From an optimization exercise on the open Yosys and OpenROAD flow, aimed at small area and a short achievable clock period; shortcuts taken in it are not production practice. In this exercise RTL edits were held to simulation tests only and were not proved equivalent to the original. No activity file was given, so power comes from the tool's default toggle rates.

===== design/flow/config.mk =====
export PLATFORM = sky130hd
export DESIGN_NAME = tlb
export DESIGN_NICKNAME = tlb
export VERILOG_FILES = /design/flow/design.v
export SDC_FILE = /design/flow/constraint.sdc
export NUM_CORES = 4
export LEC_CHECK = 0
export CAP_MARGIN = 20
export CORE_MARGIN = 2
export CORE_UTILIZATION = 35
export PLACE_DENSITY = 0.5
export SETUP_SLACK_MARGIN = 2.2
export SLEW_MARGIN = 20

===== design/flow/constraint.sdc =====
create_clock -name core_clock -period 6.5 [get_ports {clk}]
set_input_delay 1.3000 -clock core_clock [delete_from_list [all_inputs] [get_ports {clk}]]
set_output_delay 1.3000 -clock core_clock [all_outputs]
set_load 0.01 [all_outputs]

===== design/flow/design.v =====
module tlb #(
   parameter int TLBNUM       = 16,
   parameter int TLBNUM_WIDTH = $clog2(TLBNUM)
) (
   input  logic                    clk,
   input  logic                    reset,
   input  logic                    s0_req,
   input  logic [18:0]             s0_vpn2,
   input  logic                    s0_odd,
   input  logic [7:0]              s0_asid,
   output logic                    s0_rvalid,
   output logic                    s0_found,
   output logic [TLBNUM_WIDTH-1:0] s0_index,
   output logic [19:0]             s0_pfn,
   output logic [2:0]              s0_c,
   output logic                    s0_d,
   output logic                    s0_v,
   input  logic                    s1_req,
   input  logic [18:0]             s1_vpn2,
   input  logic                    s1_odd,
   input  logic [7:0]              s1_asid,
   output logic                    s1_rvalid,
   output logic                    s1_found,
   output logic [TLBNUM_WIDTH-1:0] s1_index,
   output logic [19:0]             s1_pfn,
   output logic [2:0]              s1_c,
   output logic                    s1_d,
   output logic                    s1_v,
   input  logic                    p_req,
   input  logic [18:0]             p_vpn2,
   input  logic [7:0]              p_asid,
   output logic                    p_done,
   output logic [TLBNUM_WIDTH:0]   p_result,
   input  logic                    we,
   input  logic [TLBNUM_WIDTH-1:0] w_index,
   input  logic [18:0]             w_vpn2,
   input  logic [7:0]              w_asid,
   input  logic                    w_g,
   input  logic [19:0]             w_pfn0,
   input  logic [2:0]              w_c0,
   input  logic                    w_d0,
   input  logic                    w_v0,
   input  logic [19:0]             w_pfn1,
   input  logic [2:0]              w_c1,
   input  logic                    w_d1,
   input  logic                    w_v1,
   input  logic [TLBNUM_WIDTH-1:0] r_index,
   output logic [18:0]             r_vpn2,
   output logic [7:0]              r_asid,
   output logic                    r_g,
   output logic [19:0]             r_pfn0,
   output logic [2:0]              r_c0,
   output logic                    r_d0,
   output logic                    r_v0,
   output logic [19:0]             r_pfn1,
   output logic [2:0]              r_c1,
   output logic                    r_d1,
   output logic                    r_v1
);
   localparam int N = 16;
   logic [18:0] tag_vpn2 [N];
   logic [7:0]  tag_asid [N];
   logic        tag_g    [N];
   logic [24:0] page0    [N];    
   logic [24:0] page1    [N];
   logic [18:0] wd_vpn2;
   logic [7:0]  wd_asid;
   logic        wd_g;
   logic [24:0] wd_page0, wd_page1;
   logic [N-1:0] wen;
   assign wd_vpn2  = reset ? '0 : w_vpn2;
   assign wd_asid  = reset ? '0 : w_asid;
   assign wd_g     = reset ? 1'b0 : w_g;
   assign wd_page0 = reset ? '0 : {w_pfn0, w_c0, w_d0, w_v0};
   assign wd_page1 = reset ? '0 : {w_pfn1, w_c1, w_d1, w_v1};
   always_comb
      for (int i = 0; i < N; i++) wen[i] = reset | (we & (w_index == i[3:0]));
   always_ff @(posedge clk)
      for (int i = 0; i < N; i++)
         if (wen[i]) begin
            tag_vpn2[i] <= wd_vpn2;
            tag_asid[i] <= wd_asid;
            tag_g[i]    <= wd_g;
            page0[i]    <= wd_page0;
            page1[i]    <= wd_page1;
         end
   logic [N-1:0] m0, m1, mp;
   always_comb
      for (int i = 0; i < N; i++) begin
         m0[i] = (tag_vpn2[i] == s0_vpn2) & (tag_g[i] | (tag_asid[i] == s0_asid));
         m1[i] = (tag_vpn2[i] == s1_vpn2) & (tag_g[i] | (tag_asid[i] == s1_asid));
         mp[i] = (tag_vpn2[i] == p_vpn2)  & (tag_g[i] | (tag_asid[i] == p_asid));
      end
   function automatic logic [15:0] first1(input logic [15:0] m);
      logic [15:0] seen;
      seen = '0;
      for (int i = 1; i < 16; i++) seen[i] = seen[i-1] | m[i-1];
      first1 = m & ~seen;
   endfunction
   function automatic logic [3:0] enc(input logic [15:0] oh);
      logic [3:0] r;
      r = '0;
      for (int i = 0; i < 16; i++) if (oh[i]) r = r | i[3:0];
      enc = r;
   endfunction
   logic [N-1:0] oh0, oh1, ohp;
   assign oh0 = first1(m0);
   assign oh1 = first1(m1);
   assign ohp = first1(mp);
   logic [24:0] sel0, sel1;
   always_comb begin
      sel0 = '0;
      sel1 = '0;
      for (int i = 0; i < N; i++) begin
         sel0 = sel0 | ({25{oh0[i] & ~s0_odd}} & page0[i]) | ({25{oh0[i] & s0_odd}} & page1[i]);
         sel1 = sel1 | ({25{oh1[i] & ~s1_odd}} & page0[i]) | ({25{oh1[i] & s1_odd}} & page1[i]);
      end
   end
   logic        s0_found_q, s1_found_q;
   logic [3:0]  s0_index_q, s1_index_q;
   logic [24:0] s0_page_q, s1_page_q;
   always_ff @(posedge clk) begin
      if (reset) begin
         s0_rvalid  <= 1'b0;
         s1_rvalid  <= 1'b0;
         p_done     <= 1'b0;
         s0_found_q <= 1'b0;
         s0_index_q <= '0;
         s0_page_q  <= '0;
         s1_found_q <= 1'b0;
         s1_index_q <= '0;
         s1_page_q  <= '0;
         p_result   <= 5'b10000;
      end else begin
         s0_rvalid <= s0_req;
         s1_rvalid <= s1_req;
         p_done    <= p_req;
         if (s0_req) begin
            s0_found_q <= |m0;
            s0_index_q <= enc(oh0);
            s0_page_q  <= sel0;
         end
         if (s1_req) begin
            s1_found_q <= |m1;
            s1_index_q <= enc(oh1);
            s1_page_q  <= sel1;
         end
         if (p_req) p_result <= {~|mp, enc(ohp)};
      end
   end
   assign s0_found = s0_found_q;
   assign s0_index = s0_index_q;
   assign {s0_pfn, s0_c, s0_d, s0_v} = s0_page_q;
   assign s1_found = s1_found_q;
   assign s1_index = s1_index_q;
   assign {s1_pfn, s1_c, s1_d, s1_v} = s1_page_q;
   assign r_vpn2 = tag_vpn2[r_index];
   assign r_asid = tag_asid[r_index];
   assign r_g    = tag_g[r_index];
   assign {r_pfn0, r_c0, r_d0, r_v0} = page0[r_index];
   assign {r_pfn1, r_c1, r_d1, r_v1} = page1[r_index];
endmodule

===== design/flow/run.sh =====
#!/bin/bash
# synth_recipe.tcl (not shown) runs the flow's synth.tcl, then flattens the netlist and writes it again
# the make line also repeats each setting of config.mk as NAME=value (left out here)
make -C /OpenROAD-flow-scripts/flow DESIGN_CONFIG=/design/flow/config.mk WORK_HOME=/design/flow/orfs CLKGATE_MAP_FILE= SYNTH_SCRIPT=/design/flow/synth_recipe.tcl finish

==> results of run 1 <==
==> state kept, by name, indices dropped and copies added (netlist names) <==
signal and flops:
page1 400, s1_page_q 25, s0_index_q 4, tag_vpn2 304, p_result 5, tag_asid 128, s0_found_q 1, s0_page_q 25
s1_found_q 1, s1_index_q 4, s0_rvalid 1, p_done 1, page0 400, s1_rvalid 1, tag_g 16
==> repair_timing <==
action                                  in CTS  in global routing
endpoints found under the setup margin     142                134
resized for setup                          990                354
pin swaps                                  200                152
buffers inserted                           273                261
hold endpoints to repair                     0                  0
hold buffers                                 0                  0
cloned                                      58                 22
==> cell families (layout without fill, tap and decap cells) <==
logic type                count (synthesis)  count (layout)  share of synthesized area (%)
muxes                                   303             303                           4.18
and+or+nand+nor                        1427            1428                           10.5
other                                     0              53                              0
DFF                                    1316            1316                           50.9
buffers and inverters                   572            1958                           3.49
xor gates and xnor gates               1296            1296                           14.9
AOI/OAI and AO/OA                      1622            1622                           16.0
==> worst max-delay path, delay by kind of cell <==
family,cells,cell delay [ns]
compound gates,2,0.62
buf+inv,5,0.64
simple gates,3,0.90
==> power breakdown <==
part	leakage, nW	switching, mW	internal (mW)	total, mW
Clock	2.61	4.20	5.52	9.72
Sequential	12.7	1.40	10.1	11.5
Combinational	22.6	2.77	1.71	4.49
==> Yosys cell counts (all sizes together) (34+ instances only) <==
cell type	instances	area share, %
edfxtp	1248	49
nand4	209	1.8
mux2	123	1.8
a221oi	101	1.2
dfxtp	68	1.8
inv	34	0.17
nor2b	86	0.71
a22oi	545	5.4
mux2i	180	2.4
nor2	185	0.91
nand3	215	1.4
nand2	175	0.86
xnor2	276	3.2
a211oi	43	0.42
a222oi	68	0.89
a31oi	41	0.34
a22o	102	1.2
o21ai	116	0.76
xor2	1020	12
clkbuf	312	1.5
and3	49	0.40
nor4	285	2.5
buf	225	1.8
nor3	108	0.78
a21oi	211	1.4
o22a	85	0.98
==> routing by layer <==
metal / share of wire [%] / track usage [%] / wire (um)
met5: 0.045 / 0.779 / 267
met4: 11 / 44.1 / 65300
met3: 16 / 22.2 / 91700
met2: 39 / 69.2 / 233000
met1: 34 / 59.2 / 200000
==> worst max path at each step <==
stage | startpoint | end | slack (ns) | depth (start not counted)
6_report | r_index[1] | r_vpn2[13] | 1.72 | 10
3_3_place_gp | s0_vpn2[8] | s0_page_q[5] | -0.50 | 11
4_1_cts | r_index[1] | r_vpn2[13] | 1.97 | 10
3_5_place_dp | s0_vpn2[8] | s0_page_q[5] | -0.55 | 11
5_1_grt | r_index[1] | r_vpn2[13] | 1.77 | 10
2_1_floorplan | w_index[1] | page0[10][0] | 0.75 | 3
==> stage by stage <==
| stage | hold slack (ns) | util (%) | std cells | TNS (ns) |
|---|---|---|---|---|
| 6_report | 0.468 | 48.4 | 10800 | 0 |
| 4_1_cts | 0.469 | 46.3 | 10500 | 0 |
| 3_5_place_dp | 0.458 | 40.5 | 9870 | -1.55 |
| 2_1_floorplan | 0.486 | - | 6536 | 0 |
| 5_1_grt | 0.508 | 48.4 | 10800 | 0 |
| 3_3_place_gp | 0.454 | 40.5 | 9863 | -1.48 |
==> final cells by class <==
| class | instances | share of cell area [%] |
|---|---|---|
| antenna | 53 | 0.126 |
| clock buffer | 180 | 3.88 |
| clock inverter | 112 | 1.36 |
| inverter | 35 | 0.126 |
| multi-input combinational | 4649 | 36.1 |
| sequential | 1316 | 37.0 |
| tap | 2854 | 3.40 |
| timing repair buffer | 1631 | 18.0 |
==> flow_metrics.env, run 1 <==
export IMPL_die_h_um=471
export IMPL_regToRegStartpoint="tag_vpn2[12][3]"
export IMPL_synth_seq_cells=1316
export IMPL_postPlaceCellArea_mm2=0.0879
export IMPL_clk_pin_slew_ns=0.06
export IMPL_dieArea_mm2=0.222
export IMPL_period_share_pct=73.5
export IMPL_grt_usage_pct=50.4
export IMPL_cts_buffers=158
export IMPL_required_ns=5.20
export IMPL_power_density_mw_per_mm2=245
export IMPL_port_buffers=320
export IMPL_vias_per_cell=7.41
export IMPL_vias=80200
export IMPL_crit_slowest_cell="nand4_1"
export IMPL_io_pins=321
export IMPL_antenna_found_initial=68
export IMPL_cts_root_buf="clkbuf_16"
export IMPL_wl_mm=590
export IMPL_rows=171
export IMPL_avgRoutedWirePerCell_um=54.5
export IMPL_maxCapViolations=0
export IMPL_leakagePower_nw=37.9
export IMPL_coreArea_mm2=0.217
export IMPL_hpwlAfterDp_mm=366
export IMPL_mostFrequentLayoutCells="edfxtp_1, xor2_1, buf_4"
export IMPL_drc=0
export IMPL_async_flop_share_pct=0
export IMPL_timing_final_ws_setup_ns=1.72
export IMPL_hold_start="s1_index_q[3]"
export IMPL_irDropWorstVdd_uv=314
export IMPL_worstRegToRegCells=13
export IMPL_grt_ovfl_total=0
export IMPL_nets=7966
export IMPL_crit_path_start_kind="primary input"
export IMPL_cts_tree="built"
export IMPL_slew_violations=0
export IMPL_first_pass_iters=14
export IMPL_status="complete, no violations"
export IMPL_synthCells=6536
export IMPL_cpMostUsedCell="buf_12"
export IMPL_worst_slew_pin_transition_ns=1.40
export IMPL_drt_first_iter_violations=17900
export IMPL_synth_edf_count=1248
export IMPL_drive_gt1_share_pct=29.4
export IMPL_clock_skew_final_ns=0.0696
export IMPL_antenna_left=0
export IMPL_finalPower_mw=25.8
export IMPL_synth_warnings=6
export IMPL_ys_types=89
export IMPL_hold_path_class="flip-flop to flip-flop"
export IMPL_syn2layout_area_growth_pct=37.6
export IMPL_hold_end="s1_index_q[3]"
export IMPL_netlist_area_mm2=0.0762
export IMPL_cpPeakStageDelay_ns=0.68
export IMPL_n_fill_cell=19500
export IMPL_place_congestion=1.07
export IMPL_crit_type="primary input to output pin"
export IMPL_initial_core_util_pct=35.2
export IMPL_final_common_cell="edfxtp_1"
export IMPL_min_period_ns=4.78
export IMPL_synth_ff_type="edfxtp_1"
export IMPL_max_freq_mhz=209
export IMPL_r2r_end="s0_page_q[0]"
export IMPL_seqCellArea_mm2=0.0388
export IMPL_stdcell_area_mm2=0.105
export IMPL_end_kind="output pin"
export IMPL_grt_max_degree=79
export IMPL_grt_pass1_vias=71300
export IMPL_ys_seq_area_share_pct=50.9
export IMPL_holdPathStages=2
export IMPL_synth_avg_cell_area_um2=11.7
export IMPL_cts_num_sinks=1316
export IMPL_crit_arrival_ns=3.48
export IMPL_hold_viol=0
export IMPL_clkLatencyLatePin_ns=0.90
export IMPL_rrSetupSlack_ns=2.16
export IMPL_grt_pass1_wl_mm=737
export IMPL_post_place_ws_ns=-0.551
export IMPL_rsz0062_at_grt="true"
export IMPL_synthesis_nets=6711
export IMPL_finalSetupViolCount=0
export IMPL_clockBufferDepth=3
export IMPL_multi_input_comb_area_mm2=0.0379
export IMPL_slew_headroom_pct=6.65
export IMPL_die_x_um=471
export IMPL_path_max_fanout=5
export IMPL_htree_levels=4
export IMPL_worstPathCellList="buf_12, nand2b_4, buf_6, nor2_4, buf_12, buf_16, a22oi_2, nand4_1, o22a_1, buf_2"
==> run 2: changes to the inputs <==
--- a/design/flow/config.mk
+++ b/design/flow/config.mk
@@ -10,4 +10,4 @@
 export CORE_UTILIZATION = 35
 export PLACE_DENSITY = 0.5
-export SETUP_SLACK_MARGIN = 2.2
+export SETUP_SLACK_MARGIN = 1.0
 export SLEW_MARGIN = 20
==> flow_metrics.env, run 2 <==
export IMPL_status="complete, no violations"
export IMPL_regToRegStartpoint="tag_vpn2[9][14]"
export IMPL_synth_fa_ha_area_share_pct=0
export IMPL_ys_top_cells_by_count="edfxtp_1, xor2_1, a22oi_1"
export IMPL_irDropWorstVdd_uv=320
export IMPL_clock_skew_final_ns=0.0448
export IMPL_wl_mm=554
export IMPL_min_period_ns=5.78
export IMPL_first_pass_iters=10
export IMPL_timing_final_ws_setup_ns=0.719
export IMPL_rows=171
export IMPL_ys_seq_area_share_pct=50.9
export IMPL_hpwlAfterDp_mm=392
export IMPL_synth_top_area_cell="edfxtp_1"
export IMPL_cts_tree="built"
export IMPL_required_ns=7.27
export IMPL_finalPower_mw=24.5
export IMPL_holdPathStages=2
export IMPL_postCtsHoldBufs=0
export IMPL_power_density_mw_per_mm2=258
export IMPL_synth_mux_area_share_pct=4.18
export IMPL_dp_cells=9995
export IMPL_yosysMostFrequentCell="edfxtp_1"
export IMPL_slew_headroom_pct=9.38
export IMPL_post_place_ws_ns=-0.411
export IMPL_synthCells=6536
export IMPL_ys_types=89
export IMPL_synth_avg_cell_area_um2=11.7
export IMPL_hold_end="s1_index_q[3]"
export IMPL_nets=7483
export IMPL_hold_path_class="flip-flop to flip-flop"
export IMPL_leakagePower_nw=33.2
export IMPL_grt_pass1_wl_mm=710
export IMPL_period_share_pct=88.9
export IMPL_vias=74000
export IMPL_antenna_left=0
export IMPL_dieArea_mm2=0.222
export IMPL_r2r_end="s1_page_q[5]"
export IMPL_crit_type="primary input to flip-flop"
export IMPL_cts_root_buf="clkbuf_16"
export IMPL_clkLatencyLatePin_ns=0.88
export IMPL_drt_first_iter_violations=15400
export IMPL_slew_violations=0
export IMPL_avgRoutedWirePerCell_um=53.7
export IMPL_crit_path_start_kind="primary input"
export IMPL_drive_gt1_share_pct=18.8
export IMPL_layout_cells_non_filler=10300
export IMPL_hold_start="s1_index_q[3]"
export IMPL_vias_per_cell=7.18
export IMPL_synth_edf_count=1248
export IMPL_synthesis_nets=6711
export IMPL_crit_arrival_ns=6.55
export IMPL_die_h_um=471
export IMPL_finalSetupViolCount=0
export IMPL_syn2layout_area_growth_pct=24.5
export IMPL_synth_warnings=6
export IMPL_async_flop_share_pct=0
export IMPL_grt_max_degree=84
export IMPL_worst_slew_pin_transition_ns=1.35
export IMPL_initial_core_util_pct=35.2
export IMPL_synth_seq_cells=1316
export IMPL_yosys_area_share_simple_pct=10.5
export IMPL_mostFrequentLayoutCells="edfxtp_1, xor2_1, buf_4"
export IMPL_end_kind="flip-flop"
export IMPL_final_common_cell="edfxtp_1"
export IMPL_synth_top_family_by_area="compound AO/OA/AOI/OAI gates"
export IMPL_synth_ff_type="edfxtp_1"
export IMPL_rsz0062_at_grt="false"
export IMPL_grt_usage_pct=48.4
export IMPL_io_pins=321
export IMPL_clk_pin_slew_ns=0.06
export IMPL_hold_viol=0
export IMPL_max_freq_mhz=173
export IMPL_clockBufferDepth=3
export IMPL_synth_top_area_share_pct=49.2
export IMPL_coreArea_mm2=0.217
export IMPL_path_max_fanout=6
export IMPL_hold_ws_ns=0.467
export IMPL_netlist_area_mm2=0.0762
export IMPL_grt_pass1_vias=68700
export IMPL_port_buffers=320
export IMPL_cts_num_sinks=1316
export IMPL_worstRegToRegCells=13
export IMPL_synth_compound_area_share_pct=16.0
export IMPL_place_congestion=1.06
export IMPL_maxCapViolations=0
export IMPL_top_regs="page0: 400 flops, page1: 400 flops, tag_vpn2: 304 flops"
export IMPL_ys_top_cells_by_area="edfxtp_1, xor2_1, a22oi_1"
export IMPL_htree_levels=4
export IMPL_drc=0
export IMPL_die_x_um=471
export IMPL_rrSetupSlack_ns=1.40
export IMPL_grt_ovfl_total=0
export IMPL_antenna_found_initial=28
export IMPL_cts_buffers=153
export IMPL_synth_xor_area_share_pct=14.9
==> run 2: cell types whose count changed in the layout (fill, tap and decap cells not counted), moves of 64 or more <==
cell             change
buf_12              -78
buf_16              -72
buf_4              -160
buf_6              -135
clkdlybuf4s50_1    +126
nor4_1              +64
==> run 2: per-layer routing <==
| layer | vias up | global-route usage (%) | share of wire (%) |
|---|---|---|---|
| li1 | 27300 | - | - |
| met2 | 7309 | 70.1 | 41 |
| met3 | 2085 | 14.2 | 12 |
| met4 | 12 | 40.1 | 11 |
| met5 | - | 0 | 0.012 |
| met1 | 37300 | 59.3 | 36 |
==> run 2: final cells by class <==
class | count | area, um^2
diodes | 21 | 52.6
clock buffers | 193 | 4050
clock inverters | 90 | 985
fillers | 20200 | 122000
inverters | 35 | 133
multi-input cells | 4648 | 35600
flip-flops and latches | 1316 | 38800
well taps | 2854 | 3570
repair buffers | 1154 | 11600
==> run 2: critical path: stages <==
cell             delay, ns
clkdlybuf4s50_1       0.93
buf_4                 0.35
xor2_1                0.17
nor4_1                0.07
buf_4                 0.15
nand4_1               0.12
buf_4                 0.20
or3_1                 0.50
nand3_1               0.28
buf_4                 0.26
nor2_1                0.72
and3_1                0.73
buf_4                 0.30
a211oi_1              0.09
and3_1                0.18
a41oi_1               0.17
==> run 2: kinds of logic (layout without fill, tap and decap cells) <==
logic type / count (synthesis) / after routing
other: 0 / 21
xor gates and xnor gates: 1296 / 1296
AOI/OAI and AO/OA: 1622 / 1622
buffers and inverters: 572 / 1472
DFF: 1316 / 1316
muxes: 303 / 303
and+or+nand+nor: 1427 / 1427
==> run 2: worst max-delay path by stage <==
| stage | start | end | cells after the start |
|---|---|---|---|
| detailed placement | s0_asid[1] | s0_page_q[10] | 15 |
| global route | r_index[3] | r_pfn1[14] | 10 |
| global placement | s0_asid[1] | s0_page_q[10] | 15 |
| CTS | r_index[3] | r_vpn2[6] | 9 |
| finish | s1_vpn2[3] | s1_page_q[24] | 16 |
| floorplan | w_index[1] | page0[1][0] | 2 |
==> run 2: power breakdown <==
part	internal [mW]	switching [mW]	leakage, nW	total (mW)
clock network	4.96	4.05	2.42	9.01
logic	1.42	2.51	18.1	3.93
registers	10.1	1.42	12.7	11.6
==> run 2: per-stage QoR <==
step	TNS [ns]	util (%)	instance area [um^2]
5_1_grt	0	43.8	94800
3_5_place_dp	-1.68	41.2	89400
3_3_place_gp	-1.34	41.2	89300
4_1_cts	0	43.7	94600
2_1_floorplan	-1121.00	-	76200
6_report	0	43.8	94900
==> run 2: repair_timing <==
item                                    in CTS  in global routing
resized for setup                           36                 30
pin swaps                                    2                  6
gates cloned                                 2                  1
endpoints found under the setup margin     103                 71
buffers inserted                             4                  4
==> run 3: changes to the inputs <==
--- a/design/flow/design.v
+++ b/design/flow/design.v
@@ -155,8 +155,23 @@
    assign s1_index = s1_index_q;
    assign {s1_pfn, s1_c, s1_d, s1_v} = s1_page_q;
-   assign r_vpn2 = tag_vpn2[r_index];
-   assign r_asid = tag_asid[r_index];
-   assign r_g    = tag_g[r_index];
-   assign {r_pfn0, r_c0, r_d0, r_v0} = page0[r_index];
-   assign {r_pfn1, r_c1, r_d1, r_v1} = page1[r_index];
+   logic [77:0] ent [N];
+   always_comb
+      for (int i = 0; i < N; i++) ent[i] = {tag_vpn2[i], tag_asid[i], tag_g[i], page0[i], page1[i]};
+   logic [3:0] dlo, dhi;
+   always_comb
+      for (int j = 0; j < 4; j++) begin
+         dlo[j] = r_index[1:0] == j[1:0];
+         dhi[j] = r_index[3:2] == j[1:0];
+      end
+   logic [77:0] grp [4];
+   logic [77:0] rd;
+   always_comb begin
+      rd = '0;
+      for (int g = 0; g < 4; g++) begin
+         grp[g] = '0;
+         for (int j = 0; j < 4; j++) grp[g] = grp[g] | ({78{dlo[j]}} & ent[4*g+j]);
+         rd = rd | ({78{dhi[g]}} & grp[g]);
+      end
+   end
+   assign {r_vpn2, r_asid, r_g, r_pfn0, r_c0, r_d0, r_v0, r_pfn1, r_c1, r_d1, r_v1} = rd;
 endmodule
--- a/design/flow/config.mk
+++ b/design/flow/config.mk
@@ -7,7 +7,9 @@
 export LEC_CHECK = 0
 export CAP_MARGIN = 20
+export CELL_PAD_IN_SITES_DETAIL_PLACEMENT = 1
+export CELL_PAD_IN_SITES_GLOBAL_PLACEMENT = 1
 export CORE_MARGIN = 2
 export CORE_UTILIZATION = 35
 export PLACE_DENSITY = 0.5
-export SETUP_SLACK_MARGIN = 1.0
+export SETUP_SLACK_MARGIN = 2.2
 export SLEW_MARGIN = 20
==> flow_metrics.env, run 3 <==
export IMPL_final_common_cell="edfxtp_1"
export IMPL_grt_pass1_wl_mm=624
export IMPL_synth_edf_count=1248
export IMPL_crit_path_start_kind="primary input"
export IMPL_utilization_pct=46.1
export IMPL_synth_ff_type="edfxtp_1"
export IMPL_crit_arrival_ns=3.25
export IMPL_clkLatencyLatePin_ns=0.85
export IMPL_n_fill_cell=22200
export IMPL_grt_max_degree=79
export IMPL_synth_top_area_cell="edfxtp_1"
export IMPL_slew_violations=0
export IMPL_leakagePower_nw=36.6
export IMPL_cpMostUsedCell="buf_16"
export IMPL_finalPower_mw=25.2
export IMPL_crit_type="primary input to output pin"
export IMPL_port_buffers=320
export IMPL_irDropWorstVdd_uv=231
export IMPL_synth_warnings=8
export IMPL_slew_headroom_pct=9.45
export IMPL_max_freq_mhz=220
export IMPL_grt_usage_pct=40.5
export IMPL_ys_top_cells_by_count="edfxtp_1, xor2_1, mux4_2"
export IMPL_io_pins=321
export IMPL_ys_top_cells_by_area="edfxtp_1, xor2_1, mux4_2"
export IMPL_cts_root_buf="clkbuf_16"
export IMPL_mostFrequentLayoutCells="edfxtp_1, xor2_1, buf_4"
export IMPL_synth_avg_cell_area_um2=13.3
export IMPL_hold_viol=0
export IMPL_drive_gt1_share_pct=33.5
export IMPL_hpwlAfterDp_mm=336
export IMPL_coreArea_mm2=0.223
export IMPL_post_place_ws_ns=-0.509
export IMPL_netlist_area_mm2=0.0785
export IMPL_dieArea_mm2=0.228
export IMPL_cpPeakStageDelay_ns=0.51
export IMPL_synthesis_nets=6099
export IMPL_initial_core_util_pct=35.3
export IMPL_htree_levels=4
export IMPL_first_pass_iters=8
export IMPL_cts_num_sinks=1316
export IMPL_place_congestion=1.02
export IMPL_ys_seq_area_share_pct=49.5
export IMPL_power_density_mw_per_mm2=245
export IMPL_synthCells=5924
export IMPL_worstPathCellList="buf_16, buf_16, buf_16, buf_16, buf_6, mux4_2, mux4_2, buf_6"
export IMPL_vias=67000
export IMPL_antenna_left=0
export IMPL_avgRoutedWirePerCell_um=47.3
export IMPL_path_max_fanout=8
export IMPL_die_x_um=478
export IMPL_drt_first_iter_violations=11000
export IMPL_async_flop_share_pct=0
export IMPL_wl_mm=477
export IMPL_period_share_pct=70.1
export IMPL_worst_slew_pin_transition_ns=1.36
export IMPL_nets=7133
export IMPL_postCtsHoldBufs=0
export IMPL_drc=0
export IMPL_rows=173
export IMPL_grt_pass1_vias=64700
export IMPL_timing_final_ws_setup_ns=1.95
export IMPL_die_h_um=478
export IMPL_rsz0062_at_grt="true"
export IMPL_grt_ovfl_total=0
export IMPL_synth_seq_cells=1316
export IMPL_clk_pin_slew_ns=0.06
export IMPL_end_kind="output pin"
export IMPL_clockBufferDepth=3
export IMPL_yosysMostFrequentCell="edfxtp_1"
export IMPL_maxCapViolations=0
export IMPL_required_ns=5.20
export IMPL_hold_path_class="flip-flop to flip-flop"
export IMPL_ys_types=93
export IMPL_clock_skew_final_ns=0.0442
export IMPL_cts_tree="built"
export IMPL_top_regs="page0: 400 flops, page1: 400 flops, tag_vpn2: 304 flops"
export IMPL_crit_slowest_cell="mux4_2"
export IMPL_min_period_ns=4.55
export IMPL_cts_buffers=158
export IMPL_synth_top_area_share_pct=47.7
export IMPL_syn2layout_area_growth_pct=30.7
export IMPL_finalSetupViolCount=0
export IMPL_status="complete, no violations"
export IMPL_antenna_found_initial=31
export IMPL_vias_per_cell=6.65
-- run 3: cell count changes in the layout (fill, tap and decap cells not counted), moves of 85 or more --
cell             before  now
a21oi_1             210   91
a22oi_1             542   67
buf_6                 7  162
clkdlybuf4s50_1     288  157
mux4_2                0  392
nand3_1             214  129
nand4_1             206  106
-- run 3: path summary, 6_finish.rpt --
kind              slack (ns)            end  cells after the start       startpoint
hold / removal          0.48  s0_index_q[3]                      2    s0_index_q[3]
setup reg to reg        2.21   s1_page_q[5]                     19  tag_vpn2[9][17]
hold reg to reg         0.48  s0_index_q[3]                      2    s0_index_q[3]
setup / recovery        1.95      r_asid[3]                      8       r_index[0]
-- run 3: worst max-delay path, delay by kind of cell --
family                 cells  cell delay, ns
buffers and inverters      6            0.90
multiplexers               2            0.98
-- run 3: per-stage QoR --
| stage | instances | setup TNS (ns) | hold WS [ns] | instance area (um^2) |
|---|---|---|---|---|
| finish | 10100 | 0 | 0.481 | 103000 |
| global route | 10100 | 0 | 0.516 | 103000 |
| CTS | 9943 | 0 | 0.483 | 100000 |
| detailed placement | 9405 | -4.42 | 0.474 | 90300 |
| global placement | 9398 | -5.07 | 0.474 | 90100 |
| floorplan | 5924 | 0 | 0.486 | 78500 |
-- run 3: area by class of cell --
class	instances	area (um^2)	area share [%]
Inverter	31	116	0.113
Sequential cell	1316	38800	37.8
Clock buffer	210	4280	4.17
Multi-Input combinational cell	4098	39800	38.8
Tap cell	2975	3720	3.63
Clock inverter	78	906	0.882
Antenna cell	17	42.5	0.0414
Timing Repair Buffer	1353	15000	14.6
-- run 3: cell families (layout without fill, tap and decap cells) --
kind of cell    after synthesis  count (layout)  share of synthesized area (%)
simple gates               1201            1201                           8.62
mux                         791             791                           16.6
other cells                   0              17                              0
compound gates              810             810                           7.92
flops                      1316            1316                           49.5
buf+inv                     510            1672                           2.92
xor+xnor                   1296            1296                           14.5
-- run 3: per-layer routing --
layer	global-route usage [%]	part of all wire [%]	routed length (um)
met1	58.5	42	202000
met2	57.4	41	197000
met3	11.8	12	57400
met4	14.4	4.3	20700
met5	0	0.034	161
-- run 3: power by group --
part           switching, mW  internal, mW  total, mW
clock                   3.93          5.18       9.11
sequential              1.13          10.1       11.3
combinational           2.70          2.09       4.79
-- run 3: repair_timing --
action	CTS	global route
gates cloned	45	4
pin swaps	66	95
setup buffers	205	114
endpoints found under the setup margin	142	133
resized for setup	873	354
==> run 4: changes to the inputs <==
--- a/design/flow/config.mk
+++ b/design/flow/config.mk
@@ -11,4 +11,5 @@
 export CORE_MARGIN = 2
 export CORE_UTILIZATION = 35
+export CTS_BUF_LIST = sky130_fd_sc_hd__clkbuf_8
 export PLACE_DENSITY = 0.5
 export SETUP_SLACK_MARGIN = 2.2
==> flow_metrics.env, run 4 <==
export IMPL_clk_pin_slew_ns=0.06
export IMPL_hold_path_class="flip-flop to flip-flop"
export IMPL_synthesis_nets=6099
export IMPL_port_buffers=320
export IMPL_maxCapViolations=0
export IMPL_synth_ff_type="edfxtp_1"
export IMPL_grt_ovfl_total=0
export IMPL_initial_core_util_pct=35.3
export IMPL_hold_end="s0_index_q[3]"
export IMPL_rrSetupSlack_ns=2.26
export IMPL_wl_mm=475
export IMPL_grt_usage_pct=40.3
export IMPL_synth_edf_count=1248
export IMPL_antenna_found_initial=36
export IMPL_async_flop_share_pct=0
export IMPL_drc=0
export IMPL_cts_tree="built"
export IMPL_vias_per_cell=6.58
export IMPL_period_share_pct=70.2
export IMPL_n_fill_cell=22500
export IMPL_required_ns=5.20
export IMPL_r2r_end="s1_index_q[0]"
export IMPL_synth_top_area_cell="edfxtp_1"
export IMPL_mostFrequentLayoutCells="edfxtp_1, xor2_1, buf_4"
export IMPL_rsz0062_at_grt="true"
export IMPL_synth_top_area_share_pct=47.7
export IMPL_clockBufferDepth=3
export IMPL_cts_buffers=236
export IMPL_nets=7125
export IMPL_crit_type="primary input to output pin"
export IMPL_cts_root_buf="clkbuf_8"
export IMPL_clkLatencyLatePin_ns=1.07
export IMPL_hold_ws_ns=0.479
export IMPL_grt_pass1_vias=64900
export IMPL_slew_headroom_pct=19.5
export IMPL_dp_cells=9405
export IMPL_grt_max_degree=79
export IMPL_ys_top_cells_by_area="edfxtp_1, xor2_1, mux4_2"
export IMPL_regToRegStartpoint="tag_vpn2[6][6]"
export IMPL_dieArea_mm2=0.228
export IMPL_syn2layout_area_growth_pct=28.3
export IMPL_ys_top_cells_by_count="edfxtp_1, xor2_1, mux4_2"
export IMPL_antenna_left=0
export IMPL_drive_gt1_share_pct=31.8
export IMPL_crit_arrival_ns=3.26
export IMPL_crit_path_start_kind="primary input"
export IMPL_synth_warnings=8
export IMPL_irDropWorstVdd_uv=202
export IMPL_worstRegToRegCells=15
export IMPL_finalSetupViolCount=0
export IMPL_holdPathStages=2
export IMPL_yosysMostFrequentCell="edfxtp_1"
export IMPL_io_pins=321
export IMPL_min_period_ns=4.56
export IMPL_place_congestion=1.02
export IMPL_slew_violations=0
export IMPL_clock_skew_final_ns=0.0818
export IMPL_hold_viol=0
export IMPL_first_pass_iters=8
export IMPL_cts_num_sinks=1316
export IMPL_top_regs="page0: 400 flops, page1: 400 flops, tag_vpn2: 304 flops"
export IMPL_max_freq_mhz=219
export IMPL_avgRoutedWirePerCell_um=46.8
export IMPL_htree_levels=4
export IMPL_layout_cells_non_filler=10100
export IMPL_synth_seq_cells=1316
export IMPL_final_common_cell="edfxtp_1"
export IMPL_synthCells=5924
export IMPL_die_x_um=478
export IMPL_worst_slew_pin_transition_ns=1.20
export IMPL_netlist_area_mm2=0.0785
export IMPL_hold_start="s0_index_q[3]"
export IMPL_vias=66700
export IMPL_die_h_um=478
export IMPL_hpwlAfterDp_mm=336
export IMPL_path_max_fanout=7
export IMPL_grt_pass1_wl_mm=621
export IMPL_leakagePower_nw=36.2
export IMPL_ys_seq_area_share_pct=49.5
export IMPL_synth_avg_cell_area_um2=13.3
export IMPL_status="complete, no violations"
export IMPL_drt_first_iter_violations=11300
export IMPL_ys_types=93
export IMPL_coreArea_mm2=0.223
export IMPL_end_kind="output pin"
export IMPL_power_density_mw_per_mm2=239
export IMPL_rows=173
-- run 4: cell counts after synthesis --
No cell type changed its count.
-- run 4: power breakdown --
group	internal, mW	total [mW]	switching, mW
Clock	4.14	8.15	4.01
Sequential	10.1	11.3	1.12
Combinational	2.04	4.71	2.67
Total	16.3	24.1	7.80
-- run 4: cell families (layout without fill, tap and decap cells) --
family                 Yosys count  after routing  synth area share [%]
AND/OR/NAND/NOR               1201           1201                  8.62
XOR/XNOR                      1296           1296                  14.5
buffers and inverters          510           1745                  2.92
multiplexers                   791            791                  16.6
other                            0             13                     0
AO/OA/AOI/OAI                  810            810                  7.92
flip-flops                    1316           1316                  49.5
-- run 4: repair_timing --
item,in CTS,in global routing
pin swaps,32,58
setup buffers,148,87
endpoints found under the setup margin,139,134
cloned,36,11
hold buffers,0,0
gates resized for setup,675,227
-- run 4: worst max path at each step --
stage	from	end	slack (ns)	depth (start not counted)
after floorplan	w_index[2]	page0[14][0]	0.78	3
after detailed placement	s1_vpn2[10]	s1_index_q[3]	-0.51	18
final	r_index[0]	r_pfn0[15]	1.94	8
after global placement	s1_vpn2[10]	s1_index_q[3]	-0.52	18
after global routing	r_index[0]	r_pfn0[15]	1.95	8
after CTS	r_index[0]	r_asid[3]	1.96	8
-- run 4: metrics by stage --
stage	TNS [ns]	utilization, %	power [mW]	instance area (um^2)	setup slack [ns]
after floorplan	0	-	13.2	78500	0.781
after global placement	-5.07	40.5	15.5	90100	-0.523
after detailed placement	-4.42	40.5	15.5	90300	-0.509
after CTS	0	44.3	23.9	98600	1.96
after global routing	0	45.2	24.7	101000	1.95
final	0	45.2	24.1	101000	1.94
-- run 4: final cells by class --
| type | instances | area (um^2) | area share [%] |
|---|---|---|---|
| clock inverter | 192 | 1270 | 1.26 |
| multi-input combinational | 4098 | 39300 | 39.0 |
| sequential | 1316 | 38800 | 38.6 |
| clock buffer | 255 | 3510 | 3.48 |
| antenna | 13 | 32.5 | 0.0323 |
| tap | 2975 | 3720 | 3.70 |
| timing repair buffer | 1267 | 13900 | 13.8 |
| inverter | 31 | 116 | 0.116 |
-- run 4: worst max-delay path, cell delays in order --
cell and delay (ns):
buf_16 0.18, buf_16 0.19, buf_12 0.13, buf_16 0.12
buf_6 0.09, mux4_2 0.51, mux4_2 0.53, buf_6 0.15
-- run 4: per-layer routing --
| metal | up-vias | GRT usage (%) | part of all wire [%] |
|---|---|---|---|
| li1 | 25500 | - | - |
| met2 | 4837 | 56.3 | 41 |
| met5 | - | 0 | 0.021 |
| met3 | 927 | 11.4 | 12 |
| met4 | 16 | 15.3 | 4.7 |
| met1 | 35400 | 58.7 | 43 |
==> run 5: changes to the inputs <==
--- a/design/flow/config.mk
+++ b/design/flow/config.mk
@@ -13,4 +13,4 @@
 export CTS_BUF_LIST = sky130_fd_sc_hd__clkbuf_8
 export PLACE_DENSITY = 0.5
-export SETUP_SLACK_MARGIN = 2.2
+export SETUP_SLACK_MARGIN = 2.0
 export SLEW_MARGIN = 20
==> flow_metrics.env, run 5 <==
export IMPL_hold_viol=0
export IMPL_synth_avg_cell_area_um2=13.3
export IMPL_grt_usage_pct=40.1
export IMPL_coreArea_mm2=0.223
export IMPL_gr_usage_met3_pct=11.4
export IMPL_min_period_ns=4.56
export IMPL_crit_path_start_kind="primary input"
export IMPL_cpPeakStageDelay_ns=0.63
export IMPL_cp_num_cells=6
export IMPL_wl_mm=471
export IMPL_avgRoutedWirePerCell_um=46.8
export IMPL_layout_cells_non_filler=10000
export IMPL_cts_root_buf="clkbuf_8"
export IMPL_ys_types=93
export IMPL_drive_gt1_share_pct=29.3
export IMPL_finalSetupViolCount=0
export IMPL_status="complete, no violations"
export IMPL_grtUsageMet2_pct=55.9
export IMPL_synthCells=5924
export IMPL_vias_per_cell=6.61
export IMPL_dp_cells=9405
export IMPL_clkLatencyLatePin_ns=1.08
export IMPL_htree_levels=4
export IMPL_path_max_fanout=13
export IMPL_timing_final_ws_setup_ns=1.94
export IMPL_yosysMostFrequentCell="edfxtp_1"
export IMPL_antenna_found_initial=40
export IMPL_irDropWorstVdd_uv=178
export IMPL_worst_path_buf_inv=4
export IMPL_end_kind="output pin"
export IMPL_nets=7023
export IMPL_port_buffers=320
export IMPL_ys_seq_area_share_pct=49.5
export IMPL_dieArea_mm2=0.228
export IMPL_met1_usage_pct=58.6
export IMPL_post_place_ws_ns=-0.509
export IMPL_antenna_left=0
export IMPL_grt_pass1_wl_mm=619
export IMPL_crit_arrival_ns=3.26
export IMPL_crit_type="primary input to output pin"
export IMPL_drc=0
export IMPL_utilization_pct=44.1
export IMPL_gr_max_usage_layer="met1"
export IMPL_worstRegToRegCells=16
export IMPL_synthesis_nets=6099
export IMPL_clk_pin_slew_ns=0.06
export IMPL_grt_max_degree=79
export IMPL_cts_buffers=236
export IMPL_synth_top_area_share_pct=47.7
export IMPL_hpwlAfterDp_mm=336
export IMPL_leakagePower_nw=35.1
export IMPL_maxCapViolations=0
export IMPL_rsz0062_at_grt="true"
export IMPL_grt_ovfl_total=0
export IMPL_top_regs="page0: 400 flops, page1: 400 flops, tag_vpn2: 304 flops"
export IMPL_rows=173
export IMPL_cts_tree="built"
export IMPL_worstSetupEndpoint="r_pfn1[12]"
export IMPL_crit_family="multiplexers"
export IMPL_critPathLaunch="r_index[0]"
export IMPL_final_common_cell="edfxtp_1"
export IMPL_synth_ff_type="edfxtp_1"
export IMPL_worst_slew_pin_transition_ns=1.23
export IMPL_synth_top_area_cell="edfxtp_1"
export IMPL_die_x_um=478
export IMPL_synth_seq_cells=1316
export IMPL_clock_skew_final_ns=0.0896
export IMPL_required_ns=5.20
export IMPL_initial_core_util_pct=35.3
export IMPL_grt_pass1_vias=64500
export IMPL_netlist_area_mm2=0.0785
export IMPL_power_density_mw_per_mm2=243
export IMPL_ys_top_cells_by_count="edfxtp_1, xor2_1, mux4_2"
export IMPL_clockBufferDepth=3
export IMPL_slew_violations=0
export IMPL_slew_headroom_pct=17.5
export IMPL_hold_path_class="flip-flop to flip-flop"
export IMPL_worstPathCellList="buf_16, buf_12, buf_12, mux4_2, mux4_2, dlygate4sd2_1"
export IMPL_rrSetupSlack_ns=2.18
export IMPL_period_share_pct=70.2
export IMPL_crit_slowest_cell="mux4_2"
export IMPL_regToRegStartpoint="tag_vpn2[9][17]"
export IMPL_cts_num_sinks=1316
export IMPL_max_freq_mhz=219
export IMPL_drt_first_iter_violations=11100
export IMPL_synth_warnings=8
export IMPL_first_pass_iters=9
export IMPL_mostFrequentLayoutCells="edfxtp_1, xor2_1, buf_4"
export IMPL_vias=66400
export IMPL_synth_edf_count=1248
export IMPL_place_congestion=1.02
export IMPL_r2r_end="s1_page_q[16]"
export IMPL_die_h_um=478
export IMPL_io_pins=321
export IMPL_async_flop_share_pct=0
export IMPL_syn2layout_area_growth_pct=25.2
export IMPL_ys_top_cells_by_area="edfxtp_1, xor2_1, mux4_2"
## run 5: cells by family (layout without fill, tap and decap cells)
group                  count (synthesis)  after routing  synth area share (%)
flip-flops                          1316           1316                  49.5
XOR/XNOR                            1296           1296                  14.5
AND/OR/NAND/NOR                     1201           1201                  8.62
AO/OA/AOI/OAI                        810            810                  7.92
multiplexers                         791            791                  16.6
buffers and inverters                510           1643                  2.92
other                                  0             16                     0
## run 5: what timing repair did
item                       CTS  global route
pin swaps                   19            22
setup endpoints to repair  138            97
buffers inserted            93            56
gates resized for setup    411           151
hold buffers                 0             0
cloned                      28             3
## run 5: area by class of cell
| type | instances | area, um^2 |
|---|---|---|
| diodes | 16 | 40.0 |
| clock buffers | 255 | 3510 |
| clock inverters | 192 | 1270 |
| fillers | 22700 | 124000 |
| inverters | 31 | 116 |
| multi-input cells | 4098 | 38700 |
| flip-flops and latches | 1316 | 38800 |
| well taps | 2975 | 3720 |
| repair buffers | 1165 | 12100 |
## run 5: through the flow
stage / TNS [ns] / hold WS [ns] / area [um^2] / total power [mW]
final: 0 / 0.486 / 98300 / 23.9
after global routing: 0 / 0.517 / 98200 / 24.5
after CTS: 0 / 0.483 / 97200 / 23.7
after detailed placement: -4.42 / 0.474 / 90300 / 15.5
after global placement: -5.07 / 0.474 / 90100 / 15.5
after floorplan: 0 / 0.486 / 78500 / 13.2
## run 5: worst min-delay path by stage
| stage | cells past startpoint | slack [ns] | to | startpoint |
|---|---|---|---|---|
| floorplan | 2 | 0.49 | s0_index_q[3] | s0_index_q[3] |
| global placement | 2 | 0.47 | p_result[1] | p_result[1] |
| detailed placement | 2 | 0.47 | s0_index_q[3] | s0_index_q[3] |
| CTS | 2 | 0.48 | s0_index_q[3] | s0_index_q[3] |
| global route | 2 | 0.52 | s1_page_q[24] | s1_page_q[24] |
| finish | 2 | 0.49 | s0_index_q[3] | s0_index_q[3] |
## run 5: tightest hold or removal path, stage by stage, from the launching register on
cell     delay (ns)
dfxtp_1        0.32
nand2_1        0.06
a21oi_1        0.05
## run 5: routing by layer
metal	share of wire, %	vias up
met4	4.2	34
met3	11	861
met1	43	35400
met2	41	4785
met5	0.049	-
li1	-	25300
## run 5: power by group
group          total [mW]  internal, mW  switching (mW)
Clock                8.15          4.14            4.01
Sequential           11.3          10.1            1.11
Combinational        4.49          1.89            2.60
==> run 6: changes to the inputs <==
--- a/design/flow/config.mk
+++ b/design/flow/config.mk
@@ -10,7 +10,7 @@
 export CELL_PAD_IN_SITES_GLOBAL_PLACEMENT = 1
 export CORE_MARGIN = 2
-export CORE_UTILIZATION = 35
+export CORE_UTILIZATION = 45
 export CTS_BUF_LIST = sky130_fd_sc_hd__clkbuf_8
-export PLACE_DENSITY = 0.5
-export SETUP_SLACK_MARGIN = 2.0
+export PLACE_DENSITY = 0.62
+export SETUP_SLACK_MARGIN = 2.2
 export SLEW_MARGIN = 20
==> flow_metrics.env, run 6 <==
export IMPL_status="complete, no violations"
export IMPL_die_x_um=422
export IMPL_max_freq_mhz=219
export IMPL_drc=0
export IMPL_synth_ff_type="edfxtp_1"
export IMPL_first_pass_iters=10
export IMPL_vias_per_cell=7.28
export IMPL_clk_pin_slew_ns=0.06
export IMPL_cpPeakStageDelay_ns=0.52
export IMPL_maxCapViolations=0
export IMPL_crit_path_start_kind="primary input"
export IMPL_worstPathCellList="buf_16, buf_4, buf_12, buf_12, buf_16, buf_4, mux4_2, mux4_2, buf_6"
export IMPL_io_pins=321
export IMPL_hold_path_class="flip-flop to flip-flop"
export IMPL_power_density_mw_per_mm2=242
export IMPL_finalPower_mw=23.9
export IMPL_slew_headroom_pct=20.2
export IMPL_async_flop_share_pct=0
export IMPL_initial_core_util_pct=45.2
export IMPL_n_fill_cell=16900
export IMPL_mostFrequentLayoutCells="edfxtp_1, xor2_1, buf_4"
export IMPL_ys_seq_area_share_pct=49.5
export IMPL_hold_start="s0_index_q[3]"
export IMPL_hold_ws_ns=0.479
export IMPL_ys_top_cells_by_count="edfxtp_1, xor2_1, mux4_2"
export IMPL_rsz0062_at_grt="true"
export IMPL_antenna_left=0
export IMPL_synthesis_nets=6099
export IMPL_period_share_pct=70.1
export IMPL_port_buffers=320
export IMPL_crit_type="primary input to output pin"
export IMPL_place_congestion=1.07
export IMPL_hold_viol=0
export IMPL_htree_levels=4
export IMPL_yosysMostFrequentCell="edfxtp_1"
export IMPL_worstRegToRegCells=14
export IMPL_holdPathStages=2
export IMPL_ys_types=93
export IMPL_hpwlAfterDp_mm=301
export IMPL_grt_pass1_wl_mm=582
export IMPL_multi_input_comb_area_mm2=0.0393
export IMPL_worst_slew_pin_transition_ns=1.19
export IMPL_drive_gt1_share_pct=31.4
export IMPL_dieArea_mm2=0.178
export IMPL_tns_ns=0
export IMPL_path_max_fanout=6
export IMPL_r2r_end="s0_page_q[6]"
export IMPL_vias=68500
export IMPL_required_ns=5.20
export IMPL_end_kind="output pin"
export IMPL_grt_pass1_vias=65400
export IMPL_ys_top_cells_by_area="edfxtp_1, xor2_1, mux4_2"
export IMPL_wl_mm=439
export IMPL_top_regs="page0: 400 flops, page1: 400 flops, tag_vpn2: 304 flops"
export IMPL_cts_tree="built"
export IMPL_irDropWorstVdd_uv=238
export IMPL_crit_slowest_cell="mux4_2"
export IMPL_die_h_um=422
export IMPL_crit_arrival_ns=3.26
export IMPL_synth_avg_cell_area_um2=13.3
export IMPL_avgRoutedWirePerCell_um=46.6
export IMPL_regToRegStartpoint="tag_vpn2[7][15]"
export IMPL_finalSetupViolCount=0
export IMPL_final_common_cell="edfxtp_1"
export IMPL_syn2layout_area_growth_pct=26.1
export IMPL_synth_top_area_cell="edfxtp_1"
export IMPL_drt_first_iter_violations=13100
export IMPL_rows=153
export IMPL_cts_buffers=226
export IMPL_clock_skew_final_ns=0.0907
export IMPL_clkLatencyLatePin_ns=1.07
export IMPL_coreArea_mm2=0.174
export IMPL_synth_seq_cells=1316
export IMPL_worstSetupEndpoint="r_pfn0[5]"
export IMPL_synth_warnings=8
export IMPL_clockBufferDepth=3
export IMPL_critPathLaunch="r_index[0]"
export IMPL_grt_usage_pct=47.9
export IMPL_grt_ovfl_total=0
export IMPL_synthCells=5924
export IMPL_rrSetupSlack_ns=2.13
export IMPL_leakagePower_nw=35.6
export IMPL_grt_max_degree=105
export IMPL_cts_root_buf="clkbuf_8"
export IMPL_synth_edf_count=1248
export IMPL_seqCellArea_mm2=0.0388
export IMPL_min_period_ns=4.56
export IMPL_utilization_pct=57.0
export IMPL_nets=7049
export IMPL_antenna_found_initial=29
export IMPL_synth_top_area_share_pct=47.7
export IMPL_cts_num_sinks=1316
export IMPL_slew_violations=0
export IMPL_netlist_area_mm2=0.0785
-- run 6: cell counts after synthesis --
Identical to the previous run, type by type.
-- run 6: critical path, delay by kind of cell --
kind,cells,cell delay [ns]
multiplexers,2,0.98
buffers and inverters,7,0.96
-- run 6: cells by family after synthesis --
| group | synth area share [%] |
|---|---|
| compound gates | 7.92 |
| xor+xnor | 14.5 |
| buf+inv | 2.92 |
| flops | 49.5 |
| mux | 16.6 |
| simple gates | 8.62 |
-- run 6: how the worst min path moves through the flow --
stage | slack, ns | to
after global routing | 0.50 | s0_index_q[3]
after detailed placement | 0.47 | s0_index_q[3]
after CTS | 0.48 | s0_index_q[3]
final | 0.48 | s0_index_q[3]
after global placement | 0.46 | s0_index_q[3]
after floorplan | 0.49 | s0_index_q[3]
-- run 6: cell type report --
cell class,instances,area share [%]
multi-input combinational,4099,39.7
sequential,1316,39.2
timing repair buffer,1200,13.2
clock buffer,248,3.45
tap,2325,2.94
clock inverter,177,1.27
inverter,31,0.118
antenna,24,0.0607
-- run 6: repair_timing --
action,4_1_cts,5_1_grt
pin swaps,29,59
gates resized for setup,623,260
hold buffers,0,0
endpoints found under the setup margin,136,118
gates cloned,39,5
setup buffers,97,155
-- run 6: per-stage QoR --
stage          cell area (um^2)  setup slack [ns]  instances
2_1_floorplan             78500             0.781       5924
3_3_place_gp              88400            -0.191       8669
3_5_place_dp              88500             0.264       8672
4_1_cts                   96400              1.96       9233
5_1_grt                   99000              1.94       9401
6_report                  99000              1.94       9420
-- run 6: routing by layer --
layer,wire (um),track usage (%),vias to the layer above
met1,166000,65.5,35300
li1,-,-,25400
met5,295,0.914,-
met3,70400,20.6,1315
met4,28900,24.8,10
met2,173000,63.9,6569
-- run 6: where the power goes --
part	switching, mW	internal, mW
clock	3.91	4.12
sequential	1.09	10.1
combinational	2.64	2.00
total	7.65	16.3
==> run 7: changes to the inputs <==
--- a/design/flow/config.mk
+++ b/design/flow/config.mk
@@ -10,7 +10,7 @@
 export CELL_PAD_IN_SITES_GLOBAL_PLACEMENT = 1
 export CORE_MARGIN = 2
-export CORE_UTILIZATION = 45
+export CORE_UTILIZATION = 50
 export CTS_BUF_LIST = sky130_fd_sc_hd__clkbuf_8
-export PLACE_DENSITY = 0.62
+export PLACE_DENSITY = 0.66
 export SETUP_SLACK_MARGIN = 2.2
 export SLEW_MARGIN = 20
==> flow_metrics.env, run 7 <==
export IMPL_irDropWorstVdd_uv=283
export IMPL_maxCapViolations=0
export IMPL_async_flop_share_pct=0
export IMPL_timing_final_ws_setup_ns=1.91
export IMPL_vias_per_cell=7.76
export IMPL_n_fill_cell=14800
export IMPL_io_pins=321
export IMPL_slew_headroom_pct=10.6
export IMPL_cts_buffers=224
export IMPL_mostFrequentLayoutCells="edfxtp_1, xor2_1, buf_4"
export IMPL_p_sw_mw=7.82
export IMPL_cts_num_sinks=1316
export IMPL_dieArea_mm2=0.160
export IMPL_crit_arrival_ns=5.53
export IMPL_ys_top_cells_by_area="edfxtp_1, xor2_1, mux4_2"
export IMPL_synth_top_area_cell="edfxtp_1"
export IMPL_rsz0062_at_grt="true"
export IMPL_hold_start="s0_index_q[3]"
export IMPL_antenna_left=0
export IMPL_cts_root_buf="clkbuf_8"
export IMPL_p_seq_share_pct=46.9
export IMPL_die_x_um=400
export IMPL_first_pass_iters=13
export IMPL_synthesis_nets=6099
export IMPL_leakagePower_nw=35.4
export IMPL_finalSetupViolCount=0
export IMPL_synth_top_area_share_pct=47.7
export IMPL_worst_slew_pin_transition_ns=1.33
export IMPL_die_h_um=400
export IMPL_drive_gt1_share_pct=31.0
export IMPL_synth_avg_cell_area_um2=13.3
export IMPL_ys_seq_area_share_pct=49.5
export IMPL_rows=145
export IMPL_max_freq_mhz=218
export IMPL_drc=0
export IMPL_wl_mm=442
export IMPL_post_place_ws_ns=-0.349
export IMPL_swShare_pct=32.6
export IMPL_crit_path_start_kind="primary input"
export IMPL_grt_max_degree=101
export IMPL_ys_types=93
export IMPL_antenna_found_initial=44
export IMPL_synth_seq_cells=1316
export IMPL_utilization_pct=62.9
export IMPL_initial_core_util_pct=50.3
export IMPL_pwr_share_comb_pct=19.7
export IMPL_coreArea_mm2=0.156
export IMPL_synth_edf_count=1248
export IMPL_avgRoutedWirePerCell_um=48.3
export IMPL_yosysMostFrequentCell="edfxtp_1"
export IMPL_grt_pass1_wl_mm=579
export IMPL_vias=71100
export IMPL_drt_first_iter_violations=14900
export IMPL_htree_levels=4
export IMPL_ys_top_cells_by_count="edfxtp_1, xor2_1, mux4_2"
export IMPL_cts_tree="built"
export IMPL_synth_warnings=8
export IMPL_power_density_mw_per_mm2=244
export IMPL_clockPowerShare_pct=33.5
export IMPL_status="complete, no violations"
export IMPL_hold_path_class="flip-flop to flip-flop"
export IMPL_top_regs="page0: 400 flops, page1: 400 flops, tag_vpn2: 304 flops"
export IMPL_p_int_mw=16.2
export IMPL_port_buffers=320
export IMPL_place_congestion=1.06
export IMPL_hold_viol=0
export IMPL_syn2layout_area_growth_pct=25.0
export IMPL_path_max_fanout=16
export IMPL_tns_ns=0
export IMPL_finalPower_mw=24.0
export IMPL_clockBufferDepth=3
export IMPL_end_kind="flip-flop"
export IMPL_clock_skew_final_ns=0.0854
export IMPL_grt_usage_pct=52.7
export IMPL_clkLatencyLatePin_ns=1.10
export IMPL_nets=7045
export IMPL_hold_ws_ns=0.483
export IMPL_synth_ff_type="edfxtp_1"
export IMPL_regToRegStartpoint="tag_vpn2[4][18]"
export IMPL_crit_type="primary input to flip-flop"
export IMPL_postCtsHoldBufs=0
export IMPL_synthCells=5924
export IMPL_required_ns=7.44
export IMPL_slew_violations=0
export IMPL_netlist_area_mm2=0.0785
export IMPL_min_period_ns=4.59
export IMPL_grt_pass1_vias=66900
export IMPL_period_share_pct=70.6
export IMPL_grt_ovfl_total=0
export IMPL_clk_pin_slew_ns=0.07
export IMPL_hpwlAfterDp_mm=292
export IMPL_critPathLaunch="s1_asid[5]"
export IMPL_final_common_cell="edfxtp_1"
run 7: cell types whose count changed in the layout (fill, tap and decap cells not counted), sizes merged, moves of 4 or more:
cell	delta
dlymetal6s2s	+4
diode	+12
clkinv	+12
inv	-7
clkbuf	-15
run 7: cell type report:
class                      instances  area [um^2]  area share, %
antenna                           36         90.1         0.0918
clock buffer                     240         3300           3.36
clock inverter                   180         1260           1.28
inverter                          31          116          0.119
multi-input combinational       4099        39100           39.9
sequential                      1316        38800           39.6
tap                             2058         2570           2.62
timing repair buffer            1198        12900           13.1
run 7: power by group through the flow:
stage | sequential (mW) | clock (mW) | combinational, mW
finish | 11.3 | 8.03 | 4.72
detailed placement | 11.3 | 0 | 4.01
global placement | 11.3 | 0 | 3.95
floorplan | 10.8 | 0 | 2.35
global route | 11.3 | 8.26 | 4.75
CTS | 11.1 | 7.89 | 4.26
run 7: logic make-up (layout without fill, tap and decap cells):
kind of cell / Yosys count / in the layout / share of synthesized area [%]
AO/OA/AOI/OAI: 810 / 810 / 7.92
multiplexers: 791 / 791 / 16.6
AND/OR/NAND/NOR: 1201 / 1202 / 8.62
buffers and inverters: 510 / 1649 / 2.92
flip-flops: 1316 / 1316 / 49.5
XOR/XNOR: 1296 / 1296 / 14.5
other: 0 / 36 / 0
run 7: layer usage:
layer / track usage, % / routed length, um / up-vias
met5: 1.18 / 704 / -
li1: - / - / 25400
met1: 69.8 / 155000 / 35500
met3: 26.0 / 81800 / 2037
met4: 28.2 / 33100 / 52
met2: 69.9 / 172000 / 8073
run 7: worst max-delay path, stage by stage:
cell	delay (ns)
clkdlybuf4s50_1	0.55
buf_12	0.24
xor2_1	0.28
nor4_2	0.12
a41o_1	0.33
nor4b_2	0.18
buf_4	0.17
or4_4	0.54
nor4_4	0.39
nand4_1	0.28
buf_12	0.25
buf_4	0.18
o21ai_1	0.16
a221oi_1	0.12
a311oi_1	0.38
run 7: final timing paths:
| path | to | slack, ns | cells past startpoint |
|---|---|---|---|
| max | s1_page_q[12] | 1.91 | 15 |
| min | s0_index_q[3] | 0.48 | 2 |
| max reg2reg | s1_page_q[12] | 2.00 | 14 |
| min reg2reg | s0_index_q[3] | 0.48 | 2 |
run 7: per-stage QoR:
stage	area (um^2)	std cells
after detailed placement	87500	8340
after global placement	87400	8338
after global routing	98100	9131
final	98200	9158
after floorplan	78500	5924
after CTS	95300	8927
run 7: what timing repair did:
item | CTS | global route
buffers inserted | 133 | 192
gates resized for setup | 629 | 260
gates cloned | 34 | 3
endpoints found under the setup margin | 139 | 123
pin swaps | 39 | 58

[static timing again, ports no longer ideal]
The results above use ideal ports. As a check the final layouts listed here were re-extracted and re-timed, cells and wires unchanged. Step 1 sets driving cells, clkbuf_16 on the clock port and buf_2 on the other inputs (assumed; they add their load-dependent delay and slew). Step 2 also shifts input and output timing later by t, the mid clock arrival at the registers, as if the neighbouring blocks saw the same clock. Slacks: ideal / step 1 / step 2; pairs: ideal / step 1.
| run | shift t [ns] | setup slack, ns | worst setup path at the end | worst register clock-pin slew, ns | pins driven straight from the clock port |
|---|---|---|---|---|---|
| run 1 | 0.972 | 1.723 / 1.652 / 1.185 | input to register | 0.07 / 0.07 | 1 |
| run 2 | 0.952 | 0.719 / 0.774 / -0.178 | input to register | 0.07 / 0.07 | 1 |
| run 3 | 0.912 | 1.946 / 1.536 / 1.235 | input to register | 0.07 / 0.07 | 1 |
| run 4 | 1.108 | 1.940 / 1.517 / 1.002 | input to register | 0.08 / 0.08 | 1 |
| run 5 | 1.116 | 1.936 / 1.518 / 0.887 | input to register | 0.08 / 0.08 | 1 |
| run 6 | 1.122 | 1.941 / 1.361 / 0.938 | input to register | 0.08 / 0.08 | 1 |
| run 7 | 1.150 | 1.912 / 1.478 / 0.828 | input to register | 0.08 / 0.08 | 1 |
With both steps, setup timing fails in run 2, where it was met with ideal ports. The setup slack of run 7, which loses most, moves by -0.434 ns with the drivers and by -1.084 ns with both steps.
